From an optimization exercise on the open Yosys and OpenROAD flow, aimed at small area; shortcuts taken in it are not production practice.
Where RTL was checked, it was by simulation tests only, not by an equivalence proof against the original.
Power is estimated from default activity; no workload was simulated.

==> inputs of amber <==
// vid_top
module vid_top (
    input  logic                   clk,
    input  logic                   reset,
    input  logic                   reg_wr,
    input  logic [8-1:0] reg_addr,
    input  logic [32-1:0] reg_data,
    input  logic                   pix_wr,
    input  logic [32-1:0] pix_data,
    output logic                   pix_full,
    output logic                   hsync,
    output logic                   vsync,
    output logic                   blank,
    output logic [7:0]             r,
    output logic [7:0]             g,
    output logic [7:0]             b,
    output logic                   underrun
);
==> module pixel_fifo, before the edit <==
module pixel_fifo (
    input  logic        clk,
    input  logic        reset,
    input  logic        push,
    input  logic [23:0] push_data,
    input  logic        pop,
    output logic [23:0] head,
    output logic        empty,
    output logic        full
);
    logic [23:0] mem [32];
    logic [5:0] last;
    logic                  push_ok;
    logic                  pop_ok;
    assign empty   = last[5];
    assign full    = (last == (5+1)'(32 - 1));
    assign push_ok = push && !full;
    assign pop_ok  = pop && !empty;
    logic [32-1:0] rd_sel [2];
    fifo_rd_dec u_dec0 (.idx(last[5-1:0]), .sel(rd_sel[0]));
    fifo_rd_dec u_dec1 (.idx(last[5-1:0]), .sel(rd_sel[1]));
    for (genvar b = 0; b < 24; b++) begin : g_rd
        logic [32-1:0] col;
        for (genvar i = 0; i < 32; i++) begin : g_col
            assign col[i] = mem[i][b];
        end
        fifo_rd_bit u_bit (.d(col), .sel(rd_sel[b / 12]), .y(head[b]));
    end
    always_ff @(posedge clk) begin
        if (push_ok) begin
            mem[0] <= push_data;
            for (int i = 1; i < 32; i++) begin
                mem[i] <= mem[i-1];
            end
        end
    end
    always_ff @(posedge clk or posedge reset) begin
        if (reset) begin
            last <= '1;
        end else begin
            case ({push_ok, pop_ok})
                2'b10:   last <= last + 1'b1;
                2'b01:   last <= last - 1'b1;
                default: last <= last;
            endcase
        end
    end
endmodule
==> module fifo_rd_dec, before the edit <==
module fifo_rd_dec (
    input  logic [4:0]  idx,
    output logic [31:0] sel
);
    for (genvar i = 0; i < 32; i++) begin : g_sel
        assign sel[i] = (idx == i);
    end
endmodule
export LEC_CHECK = 0
export CAP_MARGIN = 10
export CORE_MARGIN = 2
export CORE_UTILIZATION = 60
export CTS_CLUSTER_DIAMETER = 70
export CTS_CLUSTER_SIZE = 34
export SLEW_MARGIN = 10
export SYNTH_HIERARCHICAL = 1
create_clock -name core_clock -period 5.0 [get_ports {clk}]
standard.sh (not shown) runs the stock make flow with config.mk's settings and CLKGATE_MAP_FILE= SYNTH_SCRIPT=/design/flow/synth_recipe.tcl, a recipe that flattens the netlist after the stock synthesis.
==> flow/flow/run.sh <==
#!/bin/bash
# The standard layout (the standard.sh, unchanged synthesis, floorplan,
# power grid and routing) with two changes to how cells are added:
# - the port buffers are the platform's smallest buffer (buf_1) instead of
#   the resizer's default choice;
# - clock tree synthesis adds no dummy loads to balance the leaf nets.
# Each tool's full output is in the ORFS logs under orfs/logs; make's own
# output is in standard_flow.log.
set -euo pipefail
export BUFFER_PORTS_ARGS="-buffer_cell sky130_fd_sc_hd__buf_1"
export CTS_ARGS="-sink_clustering_enable -repair_clock_nets -dont_use_dummy_load -sink_clustering_size 34 -sink_clustering_max_diameter 70"
bash standard.sh finish > standard_flow.log 2>&1
==> inputs of pepper, as changes to amber <==
--- a/flow/design.v
+++ b/flow/design.v
@@ -187,15 +187,16 @@
     assign full    = (last == (5+1)'(32 - 1));
     assign push_ok = push && !full;
     assign pop_ok  = pop && !empty;
-    logic [32-1:0] rd_sel [2];
-    fifo_rd_dec u_dec0 (.idx(last[5-1:0]), .sel(rd_sel[0]));
-    fifo_rd_dec u_dec1 (.idx(last[5-1:0]), .sel(rd_sel[1]));
+    logic [32-1:0] rd_sel;
+    for (genvar i = 0; i < 32; i++) begin : g_sel
+        assign rd_sel[i] = (last[5-1:0] == i);
+    end
     for (genvar b = 0; b < 24; b++) begin : g_rd
         logic [32-1:0] col;
         for (genvar i = 0; i < 32; i++) begin : g_col
             assign col[i] = mem[i][b];
         end
-        fifo_rd_bit u_bit (.d(col), .sel(rd_sel[b / 12]), .y(head[b]));
+        fifo_rd_bit u_bit (.d(col), .sel(rd_sel), .y(head[b]));
     end
     always_ff @(posedge clk) begin
         if (push_ok) begin
@@ -217,14 +218,6 @@
         end
     end
 endmodule
-module fifo_rd_dec (
-    input  logic [4:0]  idx,
-    output logic [31:0] sel
-);
-    for (genvar i = 0; i < 32; i++) begin : g_sel
-        assign sel[i] = (idx == i);
-    end
-endmodule
 module fifo_rd_bit (
     input  logic [31:0] d,
     input  logic [31:0] sel,
==> flow/flow/run.sh (replaced) <==
#!/bin/bash
# The standard layout (the standard.sh, unchanged synthesis, floorplan,
# power grid and routing) with two changes to how cells are added:
# - the port buffers are the platform's smallest buffer (buf_1) instead of
#   the resizer's default choice;
# - clock tree synthesis adds no dummy loads to balance the leaf nets;
# - after global routing, gates off the critical paths are downsized
#   (repair_timing -recover_power).
# Each tool's full output is in the ORFS logs under orfs/logs; make's own
# output is in standard_flow.log.
set -euo pipefail
export BUFFER_PORTS_ARGS="-buffer_cell sky130_fd_sc_hd__buf_1"
export RECOVER_POWER=100
export CTS_ARGS="-sink_clustering_enable -repair_clock_nets -dont_use_dummy_load -sink_clustering_size 34 -sink_clustering_max_diameter 70"
bash standard.sh finish > standard_flow.log 2>&1
- CAP_MARGIN: 10 -> 20
- SLEW_MARGIN: 10 -> 20
==> qor summary <==
metric                                                                                                  pepper                    amber
Result of the run                                                                     finished with violations  complete, no violations
Violated checks                                                max-capacitance violations, max-slew violations                        -
Y dimension of the die                                                                                245.3 um                 246.0 um
Met2 routed WL                                                                                       30,820 um                30,260 um
Average via count per standard cell                                                                      6.853                    6.804
Effective utilization at floorplan                                                                      60.65%                   60.77%
Compound-Gate Fraction of Synth Area                                                                    10.15%                   10.06%
Unique cell type count in the Yosys netlist                                                                 86                       83
Post-synthesis share of cell area spent on xor and xnor gates                                          0.1505%                  0.1247%
First-pass GRT wire length                                                                          107,200 um               103,400 um
F_max                                                                                                210.6 MHz                213.8 MHz
Routed wire length per instance                                                                       25.76 um                 24.48 um
Detail Placement HPWL                                                                                44,120 um                45,190 um
Global-route met3 utilization                                                                           4.384%                   4.005%
Switch share                                                                                            25.57%                   25.49%
Post-Syn Nets                                                                                            1,911                    1,958
Setup Skew                                                                                          0.08143 ns               0.06410 ns
Internal Pwr Total                                                                                    11.66 mW                 11.67 mW
Data required time of the worst path                                                                   5.49 ns                  5.50 ns
Slew Limit Headroom                                                                                    -37.73%                   21.82%
Critical path data arrival time                                                                        5.24 ns                  5.18 ns
Non-Clock Buffer Count                                                                                     136                      110
Area occupied by multi-input gates                                                                    6462 um2                 6741 um2
Highest metal used                                                                                        met4                     met5


==> 10-24 <==
==> flow/design.v <==
package vid_pkg;
    typedef struct packed {
        logic [5:0]            pclk;      
        logic                  enable;
        logic                  rgb565;    
        logic [13-1:0] h_size;
        logic [13-1:0] h_end;
        logic [13-1:0] hsync_start;
        logic [13-1:0] hsync_end;
        logic [13-1:0] v_size;
        logic [13-1:0] v_end;
        logic [13-1:0] vsync_start;
        logic [13-1:0] vsync_end;
    } vid_cfg_t;
    typedef struct packed {
        logic slot_start;    
        logic active;
        logic hsync;
        logic vsync;
    } vid_tick_t;
    function automatic logic lt13(input logic [13-1:0] a,
                                  input logic [13-1:0] b);
        lt13 = 1'b0;
        for (int i = 0; i < 13; i++) begin
            lt13 = a[i] ? (b[i] & lt13) : (b[i] | lt13);
        end
    endfunction
    function automatic logic [13-1:0] inc13(input logic [13-1:0] a);
        logic c;
        c = 1'b1;
        for (int i = 0; i < 13; i++) begin
            inc13[i] = a[i] ^ c;
            c        = c & a[i];
        end
    endfunction
endpackage
`timescale 1ns/1ps
module vid_regs (
    input  logic                   clk,
    input  logic                   reset,
    input  logic                   reg_wr,
    input  logic [8-1:0] reg_addr,
    input  logic [32-1:0] reg_data,
    output vid_pkg::vid_cfg_t      cfg
);
    logic       wr_ctrl;
    logic [3:0] wr_span;     
    logic [3:0] span_valid;  
    logic [3:0] span_en;
    logic [25:0] span_data;
    assign wr_ctrl    = reg_wr && (reg_addr == 8'h00);
    assign wr_span[0] = reg_wr && (reg_addr == 8'h28);
    assign wr_span[1] = reg_wr && (reg_addr == 8'h30);
    assign wr_span[2] = reg_wr && (reg_addr == 8'h38);
    assign wr_span[3] = reg_wr && (reg_addr == 8'h40);
    assign span_en    = wr_span | ({4{wr_ctrl}} & ~span_valid);
    assign span_data  = wr_ctrl ? 26'd0 : reg_data[25:0];
    always_ff @(posedge clk or posedge reset) begin
        if (reset) begin
            cfg.enable <= 1'b0;
            span_valid <= '0;
        end else begin
            if (wr_ctrl) begin
                cfg.enable <= reg_data[3];
            end
            span_valid <= span_valid | wr_span | {4{wr_ctrl}};
        end
    end
    always_ff @(posedge clk) begin
        if (wr_ctrl) begin
            cfg.pclk   <= reg_data[9:4];
            cfg.rgb565 <= (reg_data[1:0] == 2'd1);
        end
        if (span_en[0]) begin
            cfg.h_size <= span_data[25:13];
            cfg.h_end  <= span_data[12:0];
        end
        if (span_en[1]) begin
            cfg.hsync_start <= span_data[25:13];
            cfg.hsync_end   <= span_data[12:0];
        end
        if (span_en[2]) begin
            cfg.v_size <= span_data[25:13];
            cfg.v_end  <= span_data[12:0];
        end
        if (span_en[3]) begin
            cfg.vsync_start <= span_data[25:13];
            cfg.vsync_end   <= span_data[12:0];
        end
    end
endmodule
`timescale 1ns/1ps
module vid_timing (
    input  logic              clk,
    input  logic              reset,
    input  vid_pkg::vid_cfg_t cfg,
    output vid_pkg::vid_tick_t tick
);
    logic [5:0]            div_cnt;
    logic [6:0]            div_inc;
    logic                  slot_end;
    logic [13-1:0] hcnt;
    logic [13-1:0] vcnt;
    logic [6:0] div_c;
    logic [6:0] div_l;
    assign div_c[0] = 1'b1;
    assign div_l[0] = ~div_inc[0] & cfg.pclk[0];
    for (genvar i = 0; i < 6; i++) begin : g_div
        assign div_inc[i] = div_cnt[i] ^ div_c[i];
        assign div_c[i+1] = div_c[i] & div_cnt[i];
        if (i > 0) begin : g_lt
            assign div_l[i] = div_inc[i] ? (cfg.pclk[i] & div_l[i-1]) : (cfg.pclk[i] | div_l[i-1]);
        end
    end
    assign div_inc[6] = div_c[6];
    assign slot_end = div_inc[6] | ~div_l[5];
    always_ff @(posedge clk) begin
        if (!cfg.enable) begin
            div_cnt <= '0;
            hcnt    <= '0;
            vcnt    <= '0;
        end else if (slot_end) begin
            div_cnt <= '0;
            if (!vid_pkg::lt13(hcnt, cfg.h_end)) begin
                hcnt <= '0;
                if (!vid_pkg::lt13(vcnt, cfg.v_end)) begin
                    vcnt <= '0;
                end else begin
                    vcnt <= vid_pkg::inc13(vcnt);
                end
            end else begin
                hcnt <= vid_pkg::inc13(hcnt);
            end
        end else begin
            div_cnt <= div_inc[5:0];
        end
    end
    always_comb begin
        tick = '0;
        if (cfg.enable) begin
            tick.slot_start = (div_cnt == 6'd0);
            tick.active     = vid_pkg::lt13(hcnt, cfg.h_size) && vid_pkg::lt13(vcnt, cfg.v_size);
            tick.hsync      = !vid_pkg::lt13(hcnt, cfg.hsync_start) && vid_pkg::lt13(hcnt, cfg.hsync_end);
            tick.vsync      = !vid_pkg::lt13(vcnt, cfg.vsync_start) && vid_pkg::lt13(vcnt, cfg.vsync_end);
        end
    end
endmodule
`timescale 1ns/1ps
module pixel_fifo (
    input  logic        clk,
    input  logic        reset,
    input  logic        push,
    input  logic [23:0] push_data,
    input  logic        pop,
    output logic [23:0] head,
    output logic        empty,
    output logic        full
);
    logic [23:0] mem [32];
    logic [5:0] last;
    logic                  push_ok;
    logic                  pop_ok;
    assign empty   = last[5];
    assign full    = (last == (5+1)'(32 - 1));
    assign push_ok = push && !full;
    assign pop_ok  = pop && !empty;
    assign head    = mem[last[5-1:0]];
    always_ff @(posedge clk) begin
        if (push_ok) begin
            mem[0] <= push_data;
            for (int i = 1; i < 32; i++) begin
                mem[i] <= mem[i-1];
            end
        end
    end
    always_ff @(posedge clk or posedge reset) begin
        if (reset) begin
            last <= '1;
        end else begin
            case ({push_ok, pop_ok})
                2'b10:   last <= last + 1'b1;
                2'b01:   last <= last - 1'b1;
                default: last <= last;
            endcase
        end
    end
endmodule
`timescale 1ns/1ps
module pixel_out (
    input  logic               clk,
    input  logic               reset,
    input  vid_pkg::vid_tick_t tick,
    input  logic               rgb565,
    input  logic [23:0]        head,
    input  logic               empty,
    output logic               pop,
    output logic               hsync,
    output logic               vsync,
    output logic               blank,
    output logic [7:0]         r,
    output logic [7:0]         g,
    output logic [7:0]         b,
    output logic               underrun
);
    logic [23:0] hold_word;
    logic        hold_nz;
    logic        rgb565_q;
    logic        show;
    logic        starve;
    assign starve = tick.slot_start && tick.active && empty;
    assign pop    = tick.slot_start && tick.active && !empty;
    always_ff @(posedge clk) begin
        if (pop) begin
            hold_word <= head;
        end
        if (tick.slot_start) begin
            hold_nz <= pop;
        end
        rgb565_q <= rgb565;
    end
    always_ff @(posedge clk or posedge reset) begin
        if (reset) begin
            hsync    <= 1'b0;
            vsync    <= 1'b0;
            blank    <= 1'b1;
            underrun <= 1'b0;
        end else begin
            hsync    <= tick.hsync;
            vsync    <= tick.vsync;
            blank    <= !tick.active;
            underrun <= underrun || starve;
        end
    end
    assign show = !blank && hold_nz;
    always_comb begin
        if (!show) begin
            r = 8'd0;
            g = 8'd0;
            b = 8'd0;
        end else if (rgb565_q) begin
            r = {hold_word[15:11], 3'b000};
            g = {hold_word[10:5], 2'b00};
            b = {hold_word[4:0], 3'b000};
        end else begin
            r = hold_word[23:16];
            g = hold_word[15:8];
            b = hold_word[7:0];
        end
    end
endmodule
`timescale 1ns/1ps
module vid_top (
    input  logic                   clk,
    input  logic                   reset,
    input  logic                   reg_wr,
    input  logic [8-1:0] reg_addr,
    input  logic [32-1:0] reg_data,
    input  logic                   pix_wr,
    input  logic [32-1:0] pix_data,
    output logic                   pix_full,
    output logic                   hsync,
    output logic                   vsync,
    output logic                   blank,
    output logic [7:0]             r,
    output logic [7:0]             g,
    output logic [7:0]             b,
    output logic                   underrun
);
    vid_pkg::vid_cfg_t  cfg;
    vid_pkg::vid_tick_t tick;
    logic [23:0]        fifo_head;
    logic               fifo_empty;
    logic               fifo_pop;
    vid_regs u_regs (
        .clk      (clk),
        .reset    (reset),
        .reg_wr   (reg_wr),
        .reg_addr (reg_addr),
        .reg_data (reg_data),
        .cfg      (cfg)
    );
    vid_timing u_timing (
        .clk   (clk),
        .reset (reset),
        .cfg   (cfg),
        .tick  (tick)
    );
    pixel_fifo u_fifo (
        .clk       (clk),
        .reset     (reset),
        .push      (pix_wr),
        .push_data (pix_data[23:0]),
        .pop       (fifo_pop),
        .head      (fifo_head),
        .empty     (fifo_empty),
        .full      (pix_full)
    );
    pixel_out u_out (
        .clk      (clk),
        .reset    (reset),
        .tick     (tick),
        .rgb565   (cfg.rgb565),
        .head     (fifo_head),
        .empty    (fifo_empty),
        .pop      (fifo_pop),
        .hsync    (hsync),
        .vsync    (vsync),
        .blank    (blank),
        .r        (r),
        .g        (g),
        .b        (b),
        .underrun (underrun)
    );
endmodule
==> flow/run.sh <==
#!/bin/bash
# synth_recipe.tcl (not shown) runs the flow's synth.tcl, then flattens the netlist and writes it again
# the make line also repeats each setting of config.mk as NAME=value (left out here)
make -C /OpenROAD-flow-scripts/flow DESIGN_CONFIG=/design/flow/config.mk WORK_HOME=/design/flow/orfs CLKGATE_MAP_FILE= SYNTH_SCRIPT=/design/flow/synth_recipe.tcl finish
==> flow/config.mk <==
export PLATFORM = sky130hd
export DESIGN_NAME = vid_top
export DESIGN_NICKNAME = vid_top
export VERILOG_FILES = /design/flow/design.v
export SDC_FILE = /design/flow/constraint.sdc
export NUM_CORES = 4
export LEC_CHECK = 0
export CAP_MARGIN = 20
export CORE_MARGIN = 2
export CORE_UTILIZATION = 60
export CTS_BUF_LIST = sky130_fd_sc_hd__clkbuf_8
export SLEW_MARGIN = 20
==> flow/constraint.sdc <==
create_clock -name core_clock -period 5.0 [get_ports {clk}]
set_input_delay 1.0000 -clock core_clock [delete_from_list [all_inputs] [get_ports {clk}]]
set_output_delay 1.0000 -clock core_clock [all_outputs]
set_load 0.01 [all_outputs]
==> 12-01: changes against 10-24 <==
--- a/flow/design.v
+++ b/flow/design.v
@@ -1,15 +1,15 @@
 package vid_pkg;
     typedef struct packed {
-        logic [5:0]            pclk;      
+        logic [5:0]            pclk_n;    
         logic                  enable;
         logic                  rgb565;    
-        logic [13-1:0] h_size;
-        logic [13-1:0] h_end;
-        logic [13-1:0] hsync_start;
-        logic [13-1:0] hsync_end;
-        logic [13-1:0] v_size;
-        logic [13-1:0] v_end;
-        logic [13-1:0] vsync_start;
-        logic [13-1:0] vsync_end;
+        logic [13-1:0] h_size_n;
+        logic [13-1:0] h_end_n;
+        logic [13-1:0] hsync_start_n;
+        logic [13-1:0] hsync_end_n;
+        logic [13-1:0] v_size_n;
+        logic [13-1:0] v_end_n;
+        logic [13-1:0] vsync_start_n;
+        logic [13-1:0] vsync_end_n;
     } vid_cfg_t;
     typedef struct packed {
@@ -19,9 +19,9 @@
         logic vsync;
     } vid_tick_t;
-    function automatic logic lt13(input logic [13-1:0] a,
-                                  input logic [13-1:0] b);
-        lt13 = 1'b0;
+    function automatic logic ge13(input logic [13-1:0] a,
+                                  input logic [13-1:0] b_n);
+        ge13 = 1'b1;
         for (int i = 0; i < 13; i++) begin
-            lt13 = a[i] ? (b[i] & lt13) : (b[i] | lt13);
+            ge13 = (a[i] & b_n[i]) | (a[i] & ge13) | (b_n[i] & ge13);
         end
     endfunction
@@ -55,5 +55,5 @@
     assign wr_span[3] = reg_wr && (reg_addr == 8'h40);
     assign span_en    = wr_span | ({4{wr_ctrl}} & ~span_valid);
-    assign span_data  = wr_ctrl ? 26'd0 : reg_data[25:0];
+    assign span_data  = wr_ctrl ? '1 : ~reg_data[25:0];
     always_ff @(posedge clk or posedge reset) begin
         if (reset) begin
@@ -69,22 +69,22 @@
     always_ff @(posedge clk) begin
         if (wr_ctrl) begin
-            cfg.pclk   <= reg_data[9:4];
+            cfg.pclk_n <= ~reg_data[9:4];
             cfg.rgb565 <= (reg_data[1:0] == 2'd1);
         end
         if (span_en[0]) begin
-            cfg.h_size <= span_data[25:13];
-            cfg.h_end  <= span_data[12:0];
+            cfg.h_size_n <= span_data[25:13];
+            cfg.h_end_n  <= span_data[12:0];
         end
         if (span_en[1]) begin
-            cfg.hsync_start <= span_data[25:13];
-            cfg.hsync_end   <= span_data[12:0];
+            cfg.hsync_start_n <= span_data[25:13];
+            cfg.hsync_end_n <= span_data[12:0];
         end
         if (span_en[2]) begin
-            cfg.v_size <= span_data[25:13];
-            cfg.v_end  <= span_data[12:0];
+            cfg.v_size_n <= span_data[25:13];
+            cfg.v_end_n  <= span_data[12:0];
         end
         if (span_en[3]) begin
-            cfg.vsync_start <= span_data[25:13];
-            cfg.vsync_end   <= span_data[12:0];
+            cfg.vsync_start_n <= span_data[25:13];
+            cfg.vsync_end_n <= span_data[12:0];
         end
     end
@@ -103,16 +103,14 @@
     logic [13-1:0] vcnt;
     logic [6:0] div_c;
-    logic [6:0] div_l;
+    logic [6:0] div_g;
     assign div_c[0] = 1'b1;
-    assign div_l[0] = ~div_inc[0] & cfg.pclk[0];
+    assign div_g[0] = 1'b1;
     for (genvar i = 0; i < 6; i++) begin : g_div
-        assign div_inc[i] = div_cnt[i] ^ div_c[i];
-        assign div_c[i+1] = div_c[i] & div_cnt[i];
-        if (i > 0) begin : g_lt
-            assign div_l[i] = div_inc[i] ? (cfg.pclk[i] & div_l[i-1]) : (cfg.pclk[i] | div_l[i-1]);
-        end
+        assign div_inc[i]   = div_cnt[i] ^ div_c[i];
+        assign div_c[i+1]   = div_c[i] & div_cnt[i];
+        assign div_g[i+1]   = (div_inc[i] & cfg.pclk_n[i]) | (div_inc[i] & div_g[i]) | (cfg.pclk_n[i] & div_g[i]);
     end
     assign div_inc[6] = div_c[6];
-    assign slot_end = div_inc[6] | ~div_l[5];
+    assign slot_end = div_inc[6] | div_g[6];
     always_ff @(posedge clk) begin
         if (!cfg.enable) begin
@@ -122,7 +120,7 @@
         end else if (slot_end) begin
             div_cnt <= '0;
-            if (!vid_pkg::lt13(hcnt, cfg.h_end)) begin
+            if (vid_pkg::ge13(hcnt, cfg.h_end_n)) begin
                 hcnt <= '0;
-                if (!vid_pkg::lt13(vcnt, cfg.v_end)) begin
+                if (vid_pkg::ge13(vcnt, cfg.v_end_n)) begin
                     vcnt <= '0;
                 end else begin
@@ -140,7 +138,7 @@
         if (cfg.enable) begin
             tick.slot_start = (div_cnt == 6'd0);
-            tick.active     = vid_pkg::lt13(hcnt, cfg.h_size) && vid_pkg::lt13(vcnt, cfg.v_size);
-            tick.hsync      = !vid_pkg::lt13(hcnt, cfg.hsync_start) && vid_pkg::lt13(hcnt, cfg.hsync_end);
-            tick.vsync      = !vid_pkg::lt13(vcnt, cfg.vsync_start) && vid_pkg::lt13(vcnt, cfg.vsync_end);
+            tick.active     = !vid_pkg::ge13(hcnt, cfg.h_size_n) && !vid_pkg::ge13(vcnt, cfg.v_size_n);
+            tick.hsync      = vid_pkg::ge13(hcnt, cfg.hsync_start_n) && !vid_pkg::ge13(hcnt, cfg.hsync_end_n);
+            tick.vsync      = vid_pkg::ge13(vcnt, cfg.vsync_start_n) && !vid_pkg::ge13(vcnt, cfg.vsync_end_n);
         end
     end
@@ -165,5 +163,15 @@
     assign push_ok = push && !full;
     assign pop_ok  = pop && !empty;
-    assign head    = mem[last[5-1:0]];
+    logic [32-1:0] rd_sel;
+    for (genvar i = 0; i < 32; i++) begin : g_sel
+        assign rd_sel[i] = (last[5-1:0] == i);
+    end
+    for (genvar b = 0; b < 24; b++) begin : g_rd
+        logic [32-1:0] col;
+        for (genvar i = 0; i < 32; i++) begin : g_col
+            assign col[i] = mem[i][b];
+        end
+        fifo_rd_bit u_bit (.d(col), .sel(rd_sel), .y(head[b]));
+    end
     always_ff @(posedge clk) begin
         if (push_ok) begin
@@ -186,4 +194,45 @@
     end
 endmodule
+module fifo_rd_bit (
+    input  logic [31:0] d,
+    input  logic [31:0] sel,
+    output logic        y
+);
+    logic [10:0] t;    
+    for (genvar j = 0; j < 10; j++) begin : g_aoi
+        fifo_aoi3 u_aoi (.a(d[3*j +: 3]), .s(sel[3*j +: 3]), .y(t[j]));
+    end
+    fifo_aoi3 u_aoi_last (.a(d[31:29]), .s(sel[31:29]), .y(t[10]));
+    logic [2:0] o;
+    fifo_nand4 u_n0 (.a(t[3:0]), .y(o[0]));
+    fifo_nand4 u_n1 (.a(t[7:4]), .y(o[1]));
+    fifo_nand3 u_n2 (.a(t[10:8]), .y(o[2]));
+    fifo_or3   u_o  (.a(o), .y(y));
+endmodule
+module fifo_aoi3 (
+    input  logic [2:0] a,
+    input  logic [2:0] s,
+    output logic       y
+);
+    assign y = ~|(a & s);
+endmodule
+module fifo_nand3 (
+    input  logic [2:0] a,
+    output logic       y
+);
+    assign y = ~&a;
+endmodule
+module fifo_or3 (
+    input  logic [2:0] a,
+    output logic       y
+);
+    assign y = |a;
+endmodule
+module fifo_nand4 (
+    input  logic [3:0] a,
+    output logic       y
+);
+    assign y = ~&a;
+endmodule
 `timescale 1ns/1ps
 module pixel_out (
==> flow/flow/run.sh (new file) <==
#!/bin/bash
# The standard layout (the standard.sh, unchanged synthesis, floorplan,
# power grid and routing) with two changes to how cells are added:
# - the port buffers are the platform's smallest buffer (buf_1) instead of
#   the resizer's default choice;
# - clock tree synthesis adds no dummy loads to balance the leaf nets.
# Each tool's full output is in the ORFS logs under orfs/logs; make's own
# output is in standard_flow.log.
set -euo pipefail
export BUFFER_PORTS_ARGS="-buffer_cell sky130_fd_sc_hd__buf_1"
export CTS_ARGS="-sink_clustering_enable -repair_clock_nets -dont_use_dummy_load -sink_clustering_size 30 -sink_clustering_max_diameter 60"
bash standard.sh finish > standard_flow.log 2>&1
==> flow/standard.sh (new file) <==
#!/bin/bash
# synth_recipe.tcl (not shown) runs the flow's synth.tcl, then flattens the netlist and writes it again
# the make line also repeats each setting of config.mk as NAME=value (left out here)
make -C /OpenROAD-flow-scripts/flow DESIGN_CONFIG=/design/flow/config.mk WORK_HOME=/design/flow/orfs CLKGATE_MAP_FILE= SYNTH_SCRIPT=/design/flow/synth_recipe.tcl "${@:-finish}"
- CTS_BUF_LIST: sky130_fd_sc_hd__clkbuf_8 -> unset
- CTS_CLUSTER_DIAMETER: unset -> 60
- CTS_CLUSTER_SIZE: unset -> 30
- SYNTH_HIERARCHICAL: unset -> 1
removed: flow/run.sh
==> run notes <==
Outcome: 10-24 timing/DRC/antenna clean; 12-01 timing/DRC/antenna clean
Worst hold margin: 10-24 0.342 ns; 12-01 0.346 ns
Synth Area in Compound Gates: 10-24 12.1%; 12-01 10.9%
GR met2 Demand/Resource: 10-24 46.1%; 12-01 36.7%
Wire length of the first global-routing pass: 10-24 139,000 um; 12-01 112,000 um
Sequential cell fraction of total power: 10-24 51.9%; 12-01 60.5%
Clock buf/inv share: 10-24 6.63%; 12-01 3.36%
Power attributed to sequential cells: 10-24 0.00991 W; 12-01 0.00970 W
Crit path from: 10-24 u_out.rgb565_q; 12-01 u_regs.cfg[40]
Root buffer cell: 10-24 sky130_fd_sc_hd__clkbuf_8; 12-01 sky130_fd_sc_hd__clkbuf_16
Estimated wirelength of the detail-placed design: 10-24 58,000 um; 12-01 47,700 um
Areal power density over the cells: 10-24 468 nW/um2; 12-01 422 nW/um2
Fraction of the mapped netlist area in adder cells: 10-24 1.99%; 12-01 1.56%
Number of DRC markers after the initial detailed-route iteration: 10-24 3,199; 12-01 3,327
Count of multi-input gates: 10-24 962; 12-01 878
Power of the combinational group: 10-24 0.00309 W; 12-01 0.00222 W
For 10-24, only the layout was checked, not whether the RTL still works.

==> what the ideal ports hide <==
The flow's constraints put no driver on any port. The routed layouts listed below were extracted and timed again, unchanged, in two steps.
Step 1: set_driving_cell puts a clkbuf_16 on clk and a buf_2 on each other input, an assumption about the parent block.
Step 2 adds t to the input delays and takes it off the output delays; t is the mean of the earliest and latest rising clock arrival at the registers after step 1. Input paths then give back, and output paths get back, about the clock's delay inside the block.
Three values: no drivers, after step 1, after step 2; two values: the first two.
| run | t, ns | setup WS [ns] | worst setup path after step 2 | latest minus earliest clock arrival (ns) | cell pins on the clock port's net |
|---|---|---|---|---|---|
| amber | 0.647 | 0.322 / 0.322 / 0.322 | register to register | 0.067 / 0.067 | 1 |
| pepper | 0.654 | 0.251 / 0.251 / 0.251 | register to register | 0.082 / 0.082 | 1 |
| 10-24 | 0.853 | 0.969 / 0.906 / 1.001 | register to register | 0.027 / 0.027 | 1 |
| 12-01 | 0.676 | 0.477 / 0.477 / 0.477 | register to register | 0.070 / 0.070 | 1 |
